This is an optimization exercise on Yosys and OpenROAD, whose aim is small area, not a production implementation.
Only simulation tests tie the RTL to the original design; equivalence was not proved.
No driver is modelled on the clock port, so clocking that relies on it looks cheaper here than on a real chip.
Power is estimated from default activity; no workload was simulated.

## design/flow/design.v

```verilog
package decode_pkg;
	localparam int XLEN       = 32;
	localparam int REG_ADDR_W = 5;
	localparam int NUM_REGS   = 32;
	typedef logic [XLEN-1:0]       word_t;
	typedef logic [REG_ADDR_W-1:0] reg_addr_t;
	localparam reg_addr_t LINK_REG = 5'd31;
	localparam logic [5:0] OP_SPECIAL = 6'b000000;
	localparam logic [5:0] OP_REGIMM  = 6'b000001;
	localparam logic [5:0] OP_J       = 6'b000010;
	localparam logic [5:0] OP_JAL     = 6'b000011;
	localparam logic [5:0] OP_BEQ     = 6'b000100;
	localparam logic [5:0] OP_BNE     = 6'b000101;
	localparam logic [5:0] OP_BLEZ    = 6'b000110;
	localparam logic [5:0] OP_BGTZ    = 6'b000111;
	localparam logic [5:0] OP_ADDI    = 6'b001000;
	localparam logic [5:0] OP_ADDIU   = 6'b001001;
	localparam logic [5:0] OP_SLTI    = 6'b001010;
	localparam logic [5:0] OP_SLTIU   = 6'b001011;
	localparam logic [5:0] OP_ANDI    = 6'b001100;
	localparam logic [5:0] OP_ORI     = 6'b001101;
	localparam logic [5:0] OP_XORI    = 6'b001110;
	localparam logic [5:0] OP_LUI     = 6'b001111;
	localparam logic [5:0] OP_LB      = 6'b100000;
	localparam logic [5:0] OP_LH      = 6'b100001;
	localparam logic [5:0] OP_LWL     = 6'b100010;
	localparam logic [5:0] OP_LW      = 6'b100011;
	localparam logic [5:0] OP_LBU     = 6'b100100;
	localparam logic [5:0] OP_LHU     = 6'b100101;
	localparam logic [5:0] OP_LWR     = 6'b100110;
	localparam logic [5:0] OP_SB      = 6'b101000;
	localparam logic [5:0] OP_SH      = 6'b101001;
	localparam logic [5:0] OP_SWL     = 6'b101010;
	localparam logic [5:0] OP_SW      = 6'b101011;
	localparam logic [5:0] OP_SWR     = 6'b101110;
	localparam logic [5:0] FN_SLL  = 6'b000000;
	localparam logic [5:0] FN_SRL  = 6'b000010;
	localparam logic [5:0] FN_SRA  = 6'b000011;
	localparam logic [5:0] FN_SLLV = 6'b000100;
	localparam logic [5:0] FN_SRLV = 6'b000110;
	localparam logic [5:0] FN_SRAV = 6'b000111;
	localparam logic [5:0] FN_JR   = 6'b001000;
	localparam logic [5:0] FN_JALR = 6'b001001;
	localparam logic [5:0] FN_ADD  = 6'b100000;
	localparam logic [5:0] FN_ADDU = 6'b100001;
	localparam logic [5:0] FN_SUB  = 6'b100010;
	localparam logic [5:0] FN_SUBU = 6'b100011;
	localparam logic [5:0] FN_AND  = 6'b100100;
	localparam logic [5:0] FN_OR   = 6'b100101;
	localparam logic [5:0] FN_XOR  = 6'b100110;
	localparam logic [5:0] FN_NOR  = 6'b100111;
	localparam logic [5:0] FN_SLT  = 6'b101010;
	localparam logic [5:0] FN_SLTU = 6'b101011;
	localparam logic [4:0] RT_BLTZ   = 5'b00000;
	localparam logic [4:0] RT_BGEZ   = 5'b00001;
	localparam logic [4:0] RT_BLTZAL = 5'b10000;
	localparam logic [4:0] RT_BGEZAL = 5'b10001;
	typedef enum logic [3:0] {
		BR_NONE,
		BR_BEQ,
		BR_BNE,
		BR_BGEZ,
		BR_BGTZ,
		BR_BLEZ,
		BR_BLTZ,
		BR_J,
		BR_JR
	} branch_kind_e;
endpackage
`timescale 1ns/1ns
module inst_decoder
(
	input  decode_pkg::word_t        inst_i,
	output logic         uses_rs_o,
	output logic         uses_rt_o,
	output logic         dest_we_o,
	output logic         legal_o,
	output decode_pkg::reg_addr_t    dest_addr_o,
	output decode_pkg::branch_kind_e branch_kind_o,
	output logic         is_branch_rel_o
);
	logic [5:0]   opcode;
	logic [5:0]   funct;
	logic [4:0]   shamt;
	decode_pkg::reg_addr_t    rs;
	decode_pkg::reg_addr_t    rt;
	decode_pkg::reg_addr_t    rd;
	logic         legal;
	logic         use_rs;
	logic         use_rt;
	logic         wr_rt;
	logic         wr_rd;
	logic         wr_link;
	logic         rel;
	decode_pkg::branch_kind_e kind;
	assign opcode = inst_i[31:26];
	assign rs     = inst_i[25:21];
	assign rt     = inst_i[20:16];
	assign rd     = inst_i[15:11];
	assign shamt  = inst_i[10:6];
	assign funct  = inst_i[5:0];
	always_comb
	begin
		legal   = 1'b0;
		use_rs  = 1'b0;
		use_rt  = 1'b0;
		wr_rt   = 1'b0;
		wr_rd   = 1'b0;
		wr_link = 1'b0;
		rel     = 1'b0;
		kind    = decode_pkg::BR_NONE;
		case (opcode)
			decode_pkg::OP_SPECIAL:
			begin
				case (funct)
					decode_pkg::FN_SLL, decode_pkg::FN_SRL, decode_pkg::FN_SRA:
					begin
						legal  = (rs == '0);
						use_rt = 1'b1;
						wr_rd  = 1'b1;
					end
					decode_pkg::FN_SLLV, decode_pkg::FN_SRLV, decode_pkg::FN_SRAV, decode_pkg::FN_ADD, decode_pkg::FN_ADDU, decode_pkg::FN_SUB, decode_pkg::FN_SUBU,
					decode_pkg::FN_AND, decode_pkg::FN_OR, decode_pkg::FN_XOR, decode_pkg::FN_NOR, decode_pkg::FN_SLT, decode_pkg::FN_SLTU:
					begin
						legal  = (shamt == '0);
						use_rs = 1'b1;
						use_rt = 1'b1;
						wr_rd  = 1'b1;
					end
					decode_pkg::FN_JR:
					begin
						legal  = (inst_i[20:6] == '0);
						use_rs = 1'b1;
						kind   = decode_pkg::BR_JR;
					end
					decode_pkg::FN_JALR:
					begin
						legal   = (rt == '0) && (shamt == '0);
						use_rs  = 1'b1;
						wr_link = 1'b1;
						kind    = decode_pkg::BR_JR;
					end
					default: legal = 1'b0;
				endcase
			end
			decode_pkg::OP_REGIMM:
			begin
				legal  = 1'b1;
				use_rs = 1'b1;
				rel    = 1'b1;
				case (rt)
					decode_pkg::RT_BLTZ: kind = decode_pkg::BR_BLTZ;
					decode_pkg::RT_BGEZ: kind = decode_pkg::BR_BGEZ;
					decode_pkg::RT_BLTZAL:
					begin
						kind    = decode_pkg::BR_BLTZ;
						wr_link = 1'b1;
					end
					decode_pkg::RT_BGEZAL:
					begin
						kind    = decode_pkg::BR_BGEZ;
						wr_link = 1'b1;
					end
					default: legal = 1'b0;
				endcase
			end
			decode_pkg::OP_J:
			begin
				legal = 1'b1;
				kind  = decode_pkg::BR_J;
			end
			decode_pkg::OP_JAL:
			begin
				legal   = 1'b1;
				wr_link = 1'b1;
				kind    = decode_pkg::BR_J;
			end
			decode_pkg::OP_BEQ, decode_pkg::OP_BNE:
			begin
				legal  = 1'b1;
				use_rs = 1'b1;
				use_rt = 1'b1;
				rel    = 1'b1;
				kind   = (opcode == decode_pkg::OP_BEQ) ? decode_pkg::BR_BEQ : decode_pkg::BR_BNE;
			end
			decode_pkg::OP_BLEZ, decode_pkg::OP_BGTZ:
			begin
				legal  = (rt == '0);
				use_rs = 1'b1;
				rel    = 1'b1;
				kind   = (opcode == decode_pkg::OP_BLEZ) ? decode_pkg::BR_BLEZ : decode_pkg::BR_BGTZ;
			end
			decode_pkg::OP_ADDI, decode_pkg::OP_ADDIU, decode_pkg::OP_SLTI, decode_pkg::OP_SLTIU, decode_pkg::OP_ANDI, decode_pkg::OP_ORI, decode_pkg::OP_XORI,
			decode_pkg::OP_LB, decode_pkg::OP_LBU, decode_pkg::OP_LH, decode_pkg::OP_LHU, decode_pkg::OP_LW:
			begin
				legal  = 1'b1;
				use_rs = 1'b1;
				wr_rt  = 1'b1;
			end
			decode_pkg::OP_LUI:
			begin
				legal = (rs == '0);
				wr_rt = 1'b1;
			end
			decode_pkg::OP_LWL, decode_pkg::OP_LWR:
			begin
				legal  = 1'b1;
				use_rs = 1'b1;
				use_rt = 1'b1;
				wr_rt  = 1'b1;
			end
			decode_pkg::OP_SB, decode_pkg::OP_SH, decode_pkg::OP_SW, decode_pkg::OP_SWL, decode_pkg::OP_SWR:
			begin
				legal  = 1'b1;
				use_rs = 1'b1;
				use_rt = 1'b1;
			end
			default: legal = 1'b0;
		endcase
	end
	assign legal_o         = legal;
	assign uses_rs_o       = legal & use_rs;
	assign uses_rt_o       = legal & use_rt;
	assign is_branch_rel_o = legal & rel;
	assign branch_kind_o   = legal ? kind : decode_pkg::BR_NONE;
	assign dest_we_o       = legal & (|inst_i) & (wr_rt | wr_rd | wr_link);
	assign dest_addr_o = !dest_we_o ? '0 :
		wr_link ? decode_pkg::LINK_REG :
		wr_rt ? rt : rd;
endmodule
`timescale 1ns/1ns
module reg_file
(
	input  logic      clk,
	input  logic      reset_n,
	input  decode_pkg::reg_addr_t raddr0_i,
	input  decode_pkg::reg_addr_t raddr1_i,
	input  decode_pkg::reg_addr_t waddr_i,
	input  logic      we_i,
	input  decode_pkg::word_t     wdata_i,
	output decode_pkg::word_t     rdata0_o,
	output decode_pkg::word_t     rdata1_o
);
	localparam int NG = (decode_pkg::NUM_REGS + 1) / 3;    
	decode_pkg::word_t regs [1:3*NG];
	logic [3*NG:1] rsel0;
	logic [3*NG:1] rsel1;
	genvar i, b;
	generate
		for (i = 1; i <= 3*NG; i++)
		begin : g_sel
			if (i < decode_pkg::NUM_REGS)
			begin : g_reg
				always_ff @(posedge clk)
				begin
					if (reset_n && we_i && (waddr_i == i))
						regs[i] <= wdata_i;
				end
				assign rsel0[i] = (raddr0_i == i);
				assign rsel1[i] = (raddr1_i == i);
			end
			else
			begin : g_none
				assign regs[i]  = '0;
				assign rsel0[i] = 1'b0;
				assign rsel1[i] = 1'b0;
			end
		end
	endgenerate
	generate
		for (b = 0; b < decode_pkg::XLEN; b++)
		begin : g_bit
			logic [NG-1:0] t0;
			logic [NG-1:0] t1;
			for (i = 0; i < NG; i++)
			begin : g_grp
				assign t0[i] = ~((rsel0[3*i+1] & regs[3*i+1][b]) | (rsel0[3*i+2] & regs[3*i+2][b])
					| (rsel0[3*i+3] & regs[3*i+3][b]));
				assign t1[i] = ~((rsel1[3*i+1] & regs[3*i+1][b]) | (rsel1[3*i+2] & regs[3*i+2][b])
					| (rsel1[3*i+3] & regs[3*i+3][b]));
			end
			assign rdata0_o[b] = ~(&t0[3:0]) | ~(&t0[7:4]) | ~(&t0[NG-1:8]);
			assign rdata1_o[b] = ~(&t1[3:0]) | ~(&t1[7:4]) | ~(&t1[NG-1:8]);
		end
	endgenerate
endmodule
`timescale 1ns/1ns
module branch_unit
(
	input  decode_pkg::word_t        inst_i,
	input  decode_pkg::word_t        pc_i,
	input  decode_pkg::word_t        rs_data_i,
	input  decode_pkg::word_t        rt_data_i,
	input  decode_pkg::branch_kind_e branch_kind_i,
	input  logic         is_branch_rel_i,
	input  logic         stall_i,
	output logic         branch_valid_o,
	output decode_pkg::word_t        branch_target_o
);
	localparam int AW = decode_pkg::XLEN - 2;    
	logic [AW-1:0] a;
	logic [AW-1:0] b;
	logic [AW-1:0] p;
	logic [AW-1:0] g;
	logic [AW-1:0] c;       
	logic [AW-1:0] rel_sum;
	logic  rs_zero;
	logic  rs_neg;
	logic  taken;
	assign a = pc_i[decode_pkg::XLEN-1:2];
	assign b = {{(AW-16){inst_i[15]}}, inst_i[15:0]};
	assign p = a ^ b;
	assign g = a & b;
	always_comb
	begin
		logic [AW-1:0] gg;
		logic [AW-1:0] pp;
		gg = g;
		pp = p;
		gg[0] = g[0] | p[0];
		for (int i = 1; (1 << i) <= AW; i++)
			for (int j = (1 << i) - 1; j < AW; j += (1 << i))
			begin
				gg[j] = gg[j] | (pp[j] & gg[j - (1 << (i-1))]);
				pp[j] = pp[j] & pp[j - (1 << (i-1))];
			end
		for (int i = 5; i > 0; i--)    
			for (int j = (1 << i) + (1 << (i-1)) - 1; j < AW; j += (1 << i))
			begin
				gg[j] = gg[j] | (pp[j] & gg[j - (1 << (i-1))]);
				pp[j] = pp[j] & pp[j - (1 << (i-1))];
			end
		c = {gg[AW-2:0], 1'b1};
	end
	assign rel_sum = p ^ c;
	assign rs_zero    = (rs_data_i == '0);
	assign rs_neg     = rs_data_i[decode_pkg::XLEN-1];
	always_comb
	begin
		case (branch_kind_i)
			decode_pkg::BR_BEQ:      taken = (rs_data_i == rt_data_i);
			decode_pkg::BR_BNE:      taken = (rs_data_i != rt_data_i);
			decode_pkg::BR_BGEZ:     taken = ~rs_neg;
			decode_pkg::BR_BGTZ:     taken = ~rs_neg & ~rs_zero;
			decode_pkg::BR_BLEZ:     taken = rs_neg | rs_zero;
			decode_pkg::BR_BLTZ:     taken = rs_neg;
			decode_pkg::BR_J, decode_pkg::BR_JR: taken = 1'b1;
			default:     taken = 1'b0;
		endcase
	end
	assign branch_valid_o = taken & ~stall_i;
	always_comb
	begin
		if (branch_kind_i == decode_pkg::BR_NONE)
			branch_target_o = '0;
		else if (is_branch_rel_i)
			branch_target_o = {rel_sum, pc_i[1:0]};
		else if (branch_kind_i == decode_pkg::BR_J)
			branch_target_o = {pc_i[decode_pkg::XLEN-1:decode_pkg::XLEN-4], inst_i[25:0], 2'b00};
		else
			branch_target_o = rs_data_i;
	end
endmodule
`timescale 1ns/1ns
module decode_issue
(
	input  logic      clk,
	input  logic      reset_n,
	input  logic      exception_i,
	input  decode_pkg::word_t     inst_i,
	input  decode_pkg::word_t     pc_i,
	input  decode_pkg::word_t     rs_data_i,
	input  decode_pkg::word_t     rt_data_i,
	input  logic      uses_rs_i,
	input  logic      uses_rt_i,
	input  logic      dest_we_i,
	input  logic      legal_i,
	input  decode_pkg::reg_addr_t dest_addr_i,
	input  decode_pkg::reg_addr_t conflict_addr0_i,
	input  decode_pkg::reg_addr_t conflict_addr1_i,
	output logic      stall_o,
	output decode_pkg::word_t     inst_o,
	output decode_pkg::word_t     pc_o,
	output decode_pkg::word_t     op0_o,
	output decode_pkg::word_t     op1_o,
	output decode_pkg::reg_addr_t reg_waddr_o,
	output logic      reg_we_o,
	output logic      illegal_inst_o
);
	decode_pkg::reg_addr_t rs_addr;
	decode_pkg::reg_addr_t rt_addr;
	logic      rs_hazard;
	logic      rt_hazard;
	logic      clear;
	function automatic logic hits(decode_pkg::reg_addr_t src, decode_pkg::reg_addr_t a0, decode_pkg::reg_addr_t a1,
		decode_pkg::reg_addr_t a2);
		hits = (src != '0) && ((src == a0) || (src == a1) || (src == a2));
	endfunction
	assign rs_addr = inst_i[25:21];
	assign rt_addr = inst_i[20:16];
	assign rs_hazard = uses_rs_i &&
		hits(rs_addr, reg_waddr_o, conflict_addr0_i, conflict_addr1_i);
	assign rt_hazard = uses_rt_i &&
		hits(rt_addr, reg_waddr_o, conflict_addr0_i, conflict_addr1_i);
	assign stall_o = rs_hazard | rt_hazard;
	assign clear = !reset_n || exception_i;
	always_ff @(posedge clk)
	begin
		if (clear || stall_o)
		begin
			inst_o         <= '0;
			pc_o           <= '0;
			op0_o          <= '0;
			op1_o          <= '0;
			reg_waddr_o    <= '0;
			reg_we_o       <= 1'b0;
			illegal_inst_o <= 1'b0;
		end
		else
		begin
			inst_o         <= inst_i;
			pc_o           <= pc_i;
			op0_o          <= rs_data_i;
			op1_o          <= rt_data_i;
			reg_waddr_o    <= dest_addr_i;
			reg_we_o       <= dest_we_i;
			illegal_inst_o <= ~legal_i;
		end
	end
endmodule
`timescale 1ns/1ns
module decode_stage
(
	input  logic      clk,
	input  logic      reset_n,
	input  decode_pkg::word_t     inst_i,
	input  decode_pkg::word_t     pc_i,
	input  logic      reg_we_i,
	input  decode_pkg::reg_addr_t reg_waddr_i,
	input  decode_pkg::word_t     reg_wdata_i,
	input  decode_pkg::reg_addr_t conflict_addr0_i,
	input  decode_pkg::reg_addr_t conflict_addr1_i,
	input  logic      exception_i,
	output decode_pkg::word_t     inst_o,
	output decode_pkg::word_t     pc_o,
	output decode_pkg::word_t     op0_o,
	output decode_pkg::word_t     op1_o,
	output decode_pkg::reg_addr_t reg_waddr_o,
	output logic      reg_we_o,
	output logic      illegal_inst_o,
	output logic      stall_o,
	output logic      branch_valid_o,
	output decode_pkg::word_t     branch_target_o
);
	logic         uses_rs;
	logic         uses_rt;
	logic         dest_we;
	logic         legal;
	decode_pkg::reg_addr_t    dest_addr;
	decode_pkg::branch_kind_e branch_kind;
	logic         is_branch_rel;
	decode_pkg::word_t        rs_data;
	decode_pkg::word_t        rt_data;
	logic         stall;
	assign stall_o = stall;
	inst_decoder u_decoder (
		.inst_i          (inst_i),
		.uses_rs_o       (uses_rs),
		.uses_rt_o       (uses_rt),
		.dest_we_o       (dest_we),
		.legal_o         (legal),
		.dest_addr_o     (dest_addr),
		.branch_kind_o   (branch_kind),
		.is_branch_rel_o (is_branch_rel)
	);
	reg_file u_reg_file (
		.clk      (clk),
		.reset_n  (reset_n),
		.raddr0_i (inst_i[25:21]),
		.raddr1_i (inst_i[20:16]),
		.waddr_i  (reg_waddr_i),
		.we_i     (reg_we_i),
		.wdata_i  (reg_wdata_i),
		.rdata0_o (rs_data),
		.rdata1_o (rt_data)
	);
	branch_unit u_branch (
		.inst_i          (inst_i),
		.pc_i            (pc_i),
		.rs_data_i       (rs_data),
		.rt_data_i       (rt_data),
		.branch_kind_i   (branch_kind),
		.is_branch_rel_i (is_branch_rel),
		.stall_i         (stall),
		.branch_valid_o  (branch_valid_o),
		.branch_target_o (branch_target_o)
	);
	decode_issue u_issue (
		.clk              (clk),
		.reset_n          (reset_n),
		.exception_i      (exception_i),
		.inst_i           (inst_i),
		.pc_i             (pc_i),
		.rs_data_i        (rs_data),
		.rt_data_i        (rt_data),
		.uses_rs_i        (uses_rs),
		.uses_rt_i        (uses_rt),
		.dest_we_i        (dest_we),
		.legal_i          (legal),
		.dest_addr_i      (dest_addr),
		.conflict_addr0_i (conflict_addr0_i),
		.conflict_addr1_i (conflict_addr1_i),
		.stall_o          (stall),
		.inst_o           (inst_o),
		.pc_o             (pc_o),
		.op0_o            (op0_o),
		.op1_o            (op1_o),
		.reg_waddr_o      (reg_waddr_o),
		.reg_we_o         (reg_we_o),
		.illegal_inst_o   (illegal_inst_o)
	);
endmodule
```

## design/flow/flow/run.sh

```bash
#!/bin/bash
# Own layout flow: the standard ORFS flow (standard.sh), with
#  - the standard synthesis, except that ABC maps the logic with another script
#    (flow/area.abc); registers, their names and cell types are those of the standard synthesis;
#  - ports buffered with the smallest buffer instead of clkdlybuf4s50_1;
#  - the resizer kept to small and mid-size buffers (flow/dont_use.tcl).
# Every step writes its full output to a log of its own in the work folder.
set -euo pipefail
W=$(pwd)
export MY_ABC_SCRIPT=$W/flow/area.abc
export BUFFER_PORTS_ARGS="-buffer_cell sky130_fd_sc_hd__buf_1"
export PRE_RESIZE_TCL=$W/flow/dont_use.tcl
export PRE_CTS_TCL=$W/flow/dont_use.tcl
export PRE_GLOBAL_ROUTE_TCL=$W/flow/dont_use.tcl
export PRE_GLOBAL_PLACE_TCL=$W/flow/dont_use.tcl
V=(SYNTH_SCRIPT=$W/flow/area_synth.tcl)
bash standard.sh "${V[@]}" synth     > $W/log_synth.txt 2>&1
bash standard.sh "${V[@]}" floorplan > $W/log_floorplan.txt 2>&1
bash standard.sh "${V[@]}" place     > $W/log_place.txt 2>&1
bash standard.sh "${V[@]}" cts       > $W/log_cts.txt 2>&1
bash standard.sh "${V[@]}" route     > $W/log_route.txt 2>&1
bash standard.sh "${V[@]}" finish    > $W/log_finish.txt 2>&1
```

## design/flow/flow/area.abc

```
strash
&get -n
&st
&dch
&nf -p -C 32
&put
```

## design/flow/flow/area_synth.tcl

```tcl
# synth_recipe.tcl (the standard synthesis) with only the ABC mapping script replaced by an area-oriented one
proc synth {args} { yosys synth -nofsm -noshare {*}$args }
proc abc {args} {
  set i [lsearch -exact $args -script]
  if {$i >= 0} { set args [lreplace $args [expr {$i+1}] [expr {$i+1}] $::env(MY_ABC_SCRIPT)] }
  yosys abc {*}$args
}
source $::env(SCRIPTS_DIR)/synth.tcl
# left out here: clear keep_hierarchy, flatten, clean up, hide names made inside functions, write 1_2_yosys.v
```

## design/flow/flow/dont_use.tcl

```tcl
set_dont_use {sky130_fd_sc_hd__buf_8 sky130_fd_sc_hd__buf_12 sky130_fd_sc_hd__buf_16 sky130_fd_sc_hd__clkdlybuf4s* sky130_fd_sc_hd__dlygate* sky130_fd_sc_hd__dlymetal*}
```

## design/flow/standard.sh

```bash
#!/bin/bash
# synth_recipe.tcl (not shown) runs the flow's synth.tcl, then flattens the netlist and writes it again
# the make line also repeats each setting of config.mk as NAME=value (left out here)
make -C /OpenROAD-flow-scripts/flow DESIGN_CONFIG=/design/flow/config.mk WORK_HOME=/design/flow/orfs CLKGATE_MAP_FILE= SYNTH_SCRIPT=/design/flow/synth_recipe.tcl "${@:-finish}"
```

## design/flow/config.mk

```make
export PLATFORM = sky130hd
export DESIGN_NAME = decode_stage
export DESIGN_NICKNAME = decode_stage
export VERILOG_FILES = /design/flow/design.v
export SDC_FILE = /design/flow/constraint.sdc
export NUM_CORES = 4
export LEC_CHECK = 0
export CAP_MARGIN = 10
export CORE_MARGIN = 2
export CORE_UTILIZATION = 43
export CTS_BUF_LIST = sky130_fd_sc_hd__clkbuf_4 sky130_fd_sc_hd__clkbuf_8
export CTS_CLUSTER_DIAMETER = 60
export CTS_CLUSTER_SIZE = 16
export GPL_TIMING_DRIVEN = 0
export SETUP_SLACK_MARGIN = 0.3
export SLEW_MARGIN = 10
```

## design/flow/constraint.sdc

```tcl
create_clock -name core_clock -period 8.0 [get_ports {clk}]
set_input_delay 1.6000 -clock core_clock [delete_from_list [all_inputs] [get_ports {clk}]]
set_output_delay 1.6000 -clock core_clock [all_outputs]
set_load 0.01 [all_outputs]
```

==> impl_metrics.env, run 1 <==
export IMPL_syn_area_sq_mm=0.0454
export IMPL_yosysUniqueCellTypes=56
export IMPL_vdd_drop_max_mv=0.153
export IMPL_status="finished clean"
export IMPL_setup_viol=0
export IMPL_ant_nets=0
export IMPL_regArea_sq_mm=0.0325
export IMPL_drt_initial_drc_count=9986
export IMPL_antenna_found_initial=12
export IMPL_tightest_slew_ps=1220
export IMPL_endpoint_kind="primary output"
export IMPL_holdWs_ps=780
export IMPL_synth_edf_count=992
export IMPL_gp_congestion=0.931
export IMPL_avgViaCountPerCell=7.33
export IMPL_wl_per_cell_microns=37.3
export IMPL_drc=0
export IMPL_cellPowerDensity_mw_per_mm2=207
export IMPL_final_cell_area_sq_mm=0.0530
export IMPL_finalHoldViolCount=0
export IMPL_highest_layer="met5"
export IMPL_multi_input_area_sq_mm=0.0136
export IMPL_layout_cells_non_filler=4852
export IMPL_rsz0062_at_grt="true"
export IMPL_ys_seq_area_frac=0.716
export IMPL_grt_pass1_wl_mm=249
export IMPL_initial_utilization=0.432
export IMPL_cts_buffers=95
export IMPL_p_leak_nw=16.8
export IMPL_row_count=119
export IMPL_numPlacedInstances=4647
export IMPL_clk_latency_ps=820
export IMPL_fp_dieW_microns=329
export IMPL_clock_skew_ps=47.3
export IMPL_setup_tns_ps=0
export IMPL_dr_pass1_iters=14
export IMPL_max_slew_margin=0.184
export IMPL_cap_violations=0
export IMPL_nNetsFinal=3542
export IMPL_dpl_cell_area_sq_mm=0.0505
export IMPL_setup_ws_ps=246
export IMPL_port_buffers=283
export IMPL_cp_max_fo=23
export IMPL_hpwl_mm=123
export IMPL_postSynthAreaPerCell_sq_um=16.3
export IMPL_route_met2_wl_mm=79.4
export IMPL_met1_length_mm=60.9
export IMPL_grt_usage=0.323
export IMPL_slew_viol_final=0
export IMPL_layout_commonest_cell="edfxtp_1"
export IMPL_final_fill_count=8760
export IMPL_coreArea_sq_mm=0.105
export IMPL_area_growth_pct=16.8
export IMPL_crit_path_start_kind="input port"
export IMPL_route_met3_wl_mm=27.8
export IMPL_wl_mm=181
export IMPL_required_ps=6400
export IMPL_yosysWarnings=7
export IMPL_cts_sinks=1127
export IMPL_async_flop_share=0
export IMPL_grt_ovfl_total=0
export IMPL_num_vias=35600
export IMPL_worstSetupPathType="input port to primary output"
export IMPL_cts_tree="done"
export IMPL_finalCritPeriodShare=0.969
export IMPL_grt_pass1_vias=34100
export IMPL_die_h_microns=329
export IMPL_hold_class="flip-flop to flip-flop"
export IMPL_post_place_ws_ps=-1110
export IMPL_syn_num_nets=2948
export IMPL_fin_crit_ps=7750
export IMPL_layout_common_cells="edfxtp_1 (992), a222oi_1 (640), buf_1 (246)"
export IMPL_grt_max_degree=32
export IMPL_clk_pin_slew_ps=90
export IMPL_fmax_mhz=129
export IMPL_drive_above_1_share=0.156
export IMPL_cp_arrival_ps=6150
export IMPL_synth_seq_cells=1127
export IMPL_die_area_sq_mm=0.108
export IMPL_io_pins=284
export IMPL_ys_flop_type="edfxtp_1"
export IMPL_synthCells=2791
[cell usage after synthesis, types with 2 or more instances]
master    number  area share
nor2b_1      140       0.019
o21ai_0       15      0.0017
a21oi_1       20      0.0022
nor4bb_1       9      0.0020
a222oi_1     640        0.14
o311a_1        2     0.00044
mux2i_1        5      0.0011
or2_0          2     0.00028
nor2_1        91      0.0075
nand2_1      131       0.011
nand2b_1       8      0.0011
fa_1          15      0.0066
a221oi_1       3     0.00058
nor3_1        10      0.0011
and3_1         6     0.00083
a311o_1        2     0.00044
nor3b_1        3     0.00050
nor4_1        35      0.0048
and2_0        27      0.0037
clkinv_1      20      0.0017
a311oi_1      19      0.0037
nand3_1       76      0.0084
edfxtp_1     992        0.66
or3_1         65      0.0090
nand4b_1       3     0.00058
o211ai_1       3     0.00050
a211oi_1      15      0.0025
and4b_1        5      0.0011
xor2_1        53       0.010
nand4_1      145       0.020
a31oi_1        5     0.00069
nor4b_1        9      0.0017
o311ai_0       2     0.00039
xnor2_1       24      0.0046
dfxtp_1      135       0.060
a32oi_1        2     0.00039
ha_1          27      0.0074
and3b_1        3     0.00058
a21o_1         7      0.0012
[registers in the layout, summed over array words and instances (netlist names)]
register                count
u_reg_file.regs           992
u_issue.inst_o             32
u_issue.op0_o              32
u_issue.op1_o              32
u_issue.pc_o               32
u_issue.reg_waddr_o         5
u_issue.illegal_inst_o      1
u_issue.reg_we_o            1
[layer usage]
layer | track usage | vias up
li1 | - | 14100
met1 | 0.408 | 17400
met2 | 0.487 | 3535
met3 | 0.0991 | 572
met4 | 0.199 | 10
met5 | 0 | -
[layout make-up]
| type | count | share of cell area |
|---|---|---|
| inverters | 20 | 0.00142 |
| repair buffers | 497 | 0.0594 |
| clock buffers | 116 | 0.0279 |
| well taps | 1391 | 0.0328 |
| clock inverters | 44 | 0.00859 |
| flip-flops and latches | 1127 | 0.613 |
| multi-input cells | 1644 | 0.256 |
| diodes | 13 | 0.000614 |
[path summary, 6_finish.rpt]
kind	start	to	slack [ps]	cells past startpoint
max reg2reg	u_issue.reg_waddr_o[1]	u_issue.op0_o[21]	4900	11
min	u_reg_file.regs[31][2]	u_issue.op1_o[2]	780	4
min reg2reg	u_reg_file.regs[31][2]	u_issue.op1_o[2]	780	4
max	inst_i[22]	branch_valid_o	250	14
[critical path: stages]
cell	delay, ps
buf_4	310
nor2_1	230
and2_2	430
buf_6	280
a222oi_1	380
nand4_1	240
or3_1	590
xor2_1	360
nor4_4	500
nand4_1	130
buf_2	210
o21ba_1	200
o41a_1	430
buf_1	200
[cells by family after synthesis]
group / synth area share
multiplexers: 0.00110
AO/OA/AOI/OAI: 0.158
buffers and inverters: 0.00165
AND/OR/NAND/NOR: 0.0941
XOR/XNOR: 0.0149
adder cells (fa/ha/maj): 0.0141
flip-flops: 0.716
[per-stage QoR]
| step | total power, mW | util |
|---|---|---|
| after global routing | 11.2 | 0.505 |
| after detailed placement | 7.59 | 0.481 |
| after floorplan | 7.02 | - |
| after CTS | 10.9 | 0.503 |
| after global placement | 7.54 | 0.459 |
| final | 11.0 | 0.505 |
[repair_timing]
action	4_1_cts	5_1_grt
gates cloned	1	0
hold buffers	0	0
pin swaps	2	6
endpoints found under the setup margin	14	11
buffers inserted	25	6
resized for setup	44	27
endpoints found under the hold margin	0	0
[power by group]
group	internal, mW	total [mW]	switching, mW	leakage [nW]
Sequential	6.45	6.48	0.0297	10.0
Combinational	0.297	1.07	0.769	5.75
Clock	1.40	3.43	2.03	0.970
==> inputs of run 2 (changes only) <==
==> design/flow/flow/dont_use.tcl (replaced) <==
set_dont_use {sky130_fd_sc_hd__buf_12 sky130_fd_sc_hd__buf_16 sky130_fd_sc_hd__clkdlybuf4s* sky130_fd_sc_hd__dlygate* sky130_fd_sc_hd__dlymetal*}
--- a/design/flow/config.mk
+++ b/design/flow/config.mk
@@ -7,7 +7,7 @@
 export LEC_CHECK = 0
 export CAP_MARGIN = 10
 export CORE_MARGIN = 2
-export CORE_UTILIZATION = 43
+export CORE_UTILIZATION = 40
 export CTS_BUF_LIST = sky130_fd_sc_hd__clkbuf_4 sky130_fd_sc_hd__clkbuf_8
 export CTS_CLUSTER_DIAMETER = 60
 export CTS_CLUSTER_SIZE = 16
==> impl_metrics.env, run 2 <==
export IMPL_status="finished clean"
export IMPL_coreArea_sq_mm=0.112
export IMPL_yosysUniqueCellTypes=56
export IMPL_endpoint_kind="primary output"
export IMPL_vdd_drop_max_mv=0.142
export IMPL_finalPower_mw=11.0
export IMPL_final_cell_area_sq_mm=0.0532
export IMPL_synth_area_top_cells="edfxtp_1 (66%), a222oi_1 (14%), dfxtp_1 (6.0%)"
export IMPL_grt_pass1_wl_mm=243
export IMPL_layout_cells_non_filler=4914
export IMPL_area_growth_pct=17.2
export IMPL_layout_commonest_cell="edfxtp_1"
export IMPL_grt_usage=0.293
export IMPL_gp_congestion=0.880
export IMPL_required_ps=6400
export IMPL_die_h_microns=341
export IMPL_grt_pass1_vias=32800
export IMPL_route_met3_wl_mm=28.9
export IMPL_setup_viol=0
export IMPL_cp_arrival_ps=6280
export IMPL_grt_max_degree=42
export IMPL_io_pins=284
export IMPL_cts_sinks=1127
export IMPL_fmax_mhz=127
export IMPL_met1_length_mm=62.5
export IMPL_finalCritPeriodShare=0.985
export IMPL_row_count=123
export IMPL_dr_pass1_iters=12
export IMPL_route_met2_wl_mm=75.9
export IMPL_crit_path_start_kind="input port"
export IMPL_synth_top_area_share=0.656
export IMPL_nNetsFinal=3512
export IMPL_dpl_cell_area_sq_mm=0.0510
export IMPL_highest_layer="met5"
export IMPL_cts_buffers=91
export IMPL_final_fill_count=9671
export IMPL_initial_utilization=0.403
export IMPL_clk_latency_ps=790
export IMPL_cp_max_fo=22
export IMPL_async_flop_share=0
export IMPL_hpwl_mm=123
export IMPL_p_leak_nw=16.7
export IMPL_drc=0
export IMPL_tightest_slew_ps=1000
export IMPL_drive_above_1_share=0.145
export IMPL_rsz0062_at_grt="true"
export IMPL_syn_num_nets=2948
export IMPL_port_buffers=283
export IMPL_avgViaCountPerCell=7.09
export IMPL_postSynthAreaPerCell_sq_um=16.3
export IMPL_ys_flop_type="edfxtp_1"
export IMPL_clock_skew_ps=44.7
export IMPL_cts_tree="done"
export IMPL_holdWs_ps=771
export IMPL_fp_dieW_microns=341
export IMPL_die_area_sq_mm=0.116
export IMPL_fin_crit_ps=7880
export IMPL_drt_initial_drc_count=9861
export IMPL_setup_tns_ps=0
export IMPL_slew_viol_final=0
export IMPL_yosys_area_top_type="edfxtp_1"
export IMPL_worstSetupPathType="input port to primary output"
export IMPL_grt_ovfl_total=0
export IMPL_syn_area_sq_mm=0.0454
export IMPL_finalHoldViolCount=0
export IMPL_yosysWarnings=7
export IMPL_synth_most_common_cell="edfxtp_1"
export IMPL_largest_reg_flops=992
export IMPL_antenna_found_initial=12
export IMPL_post_place_ws_ps=-1160
export IMPL_top_register="u_reg_file.regs"
export IMPL_ys_seq_area_frac=0.716
export IMPL_max_slew_margin=0.331
export IMPL_ant_nets=0
export IMPL_layout_common_cells="edfxtp_1 (992), a222oi_1 (640), buf_1 (242)"
export IMPL_final_core_util=0.473
export IMPL_synth_seq_cells=1127
export IMPL_num_vias=34800
export IMPL_clk_pin_slew_ps=100
export IMPL_wl_mm=177
export IMPL_cap_violations=0
export IMPL_setup_ws_ps=121
export IMPL_hold_class="flip-flop to flip-flop"
export IMPL_wl_per_cell_microns=36.1
export IMPL_synth_commonest_cells="edfxtp_1 (992), a222oi_1 (640), nand4_1 (145)"
export IMPL_cellPowerDensity_mw_per_mm2=206
export IMPL_synth_edf_count=992
export IMPL_numPlacedInstances=4758
export IMPL_synthCells=2791
run 2: worst max-delay path, cell delays in order:
cell      delay, ps
buf_2           460
nor4b_1         670
nor2b_4         690
buf_8           310
a222oi_1        150
nand4_1         210
or3_1           310
xor2_1          240
nor4_4          520
nand4_1         160
buf_2           210
o21ba_1         190
o41a_1          370
buf_1           150
run 2: power by group:
group	switching, mW	total, mW	internal [mW]
Clock	2.01	3.47	1.46
Sequential	0.0261	6.48	6.45
Combinational	0.738	1.04	0.297
run 2: cell families (layout without fill, tap and decap cells):
group | count (synthesis) | count (layout) | share of synthesized area
AND/OR/NAND/NOR | 772 | 772 | 0.0941
XOR/XNOR | 77 | 77 | 0.0149
multiplexers | 5 | 5 | 0.00110
flip-flops | 1127 | 1127 | 0.716
adder cells (fa/ha/maj) | 42 | 42 | 0.0141
other | 0 | 7 | 0
buffers and inverters | 20 | 636 | 0.00165
AO/OA/AOI/OAI | 748 | 748 | 0.158
run 2: cell type report:
type | instances | area (sq um) | share of cell area
sequential | 1127 | 32500 | 0.611
multi-input combinational | 1644 | 13500 | 0.254
timing repair buffer | 471 | 3330 | 0.0625
tap | 1500 | 1880 | 0.0353
clock buffer | 111 | 1450 | 0.0272
clock inverter | 34 | 453 | 0.00851
inverter | 20 | 75.1 | 0.00141
antenna | 7 | 17.5 | 0.000329
run 2: timing repair:
item                                    4_1_cts  5_1_grt
pin swaps                                     0        2
hold buffers                                  0        0
gates resized for setup                      39        8
buffers inserted                              0        2
endpoints found under the setup margin        9        7
run 2: worst paths after layout:
path                            from                     end  slack [ps]  cells after the start
max                       inst_i[19]          branch_valid_o         120                     14
min reg2reg  u_reg_file.regs[31][24]       u_issue.op1_o[24]         770                      4
min          u_reg_file.regs[31][24]       u_issue.op1_o[24]         770                      4
max reg2reg   u_issue.reg_waddr_o[0]  u_issue.reg_waddr_o[3]        3770                     13
run 2: routing by layer:
layer  vias up  global-route usage
met2      3326               0.434
li1      14000                   -
met5         -                   0
met1     17000               0.384
met3       500               0.103
met4         6               0.143

[separate check: timing with driven ports]
No port has a modelled driver above. Below, the same layouts with a new extraction and two added sets of constraints.
Step 1 assumes that a clkbuf_16 drives the clock port and a buf_2 every other input.
Step 2 adds t to the input delays and takes it off the output delays; t is the mean of the earliest and latest rising clock arrival at the registers after step 1. Input paths then give back, and output paths get back, about the clock's delay inside the block.
Three values: ideal ports, drivers, drivers and shift; two values: the first two.
| run | t (ns) | setup slack, ns | worst setup path after step 2 | latest minus earliest clock arrival (ns) |
|---|---|---|---|---|
| run 1 | 0.867 | 0.246 / 0.222 / 0.222 | input to output | 0.064 / 0.063 |
| run 2 | 0.845 | 0.121 / 0.097 / 0.097 | input to output | 0.052 / 0.052 |
After both steps setup and hold are still met in every run listed.
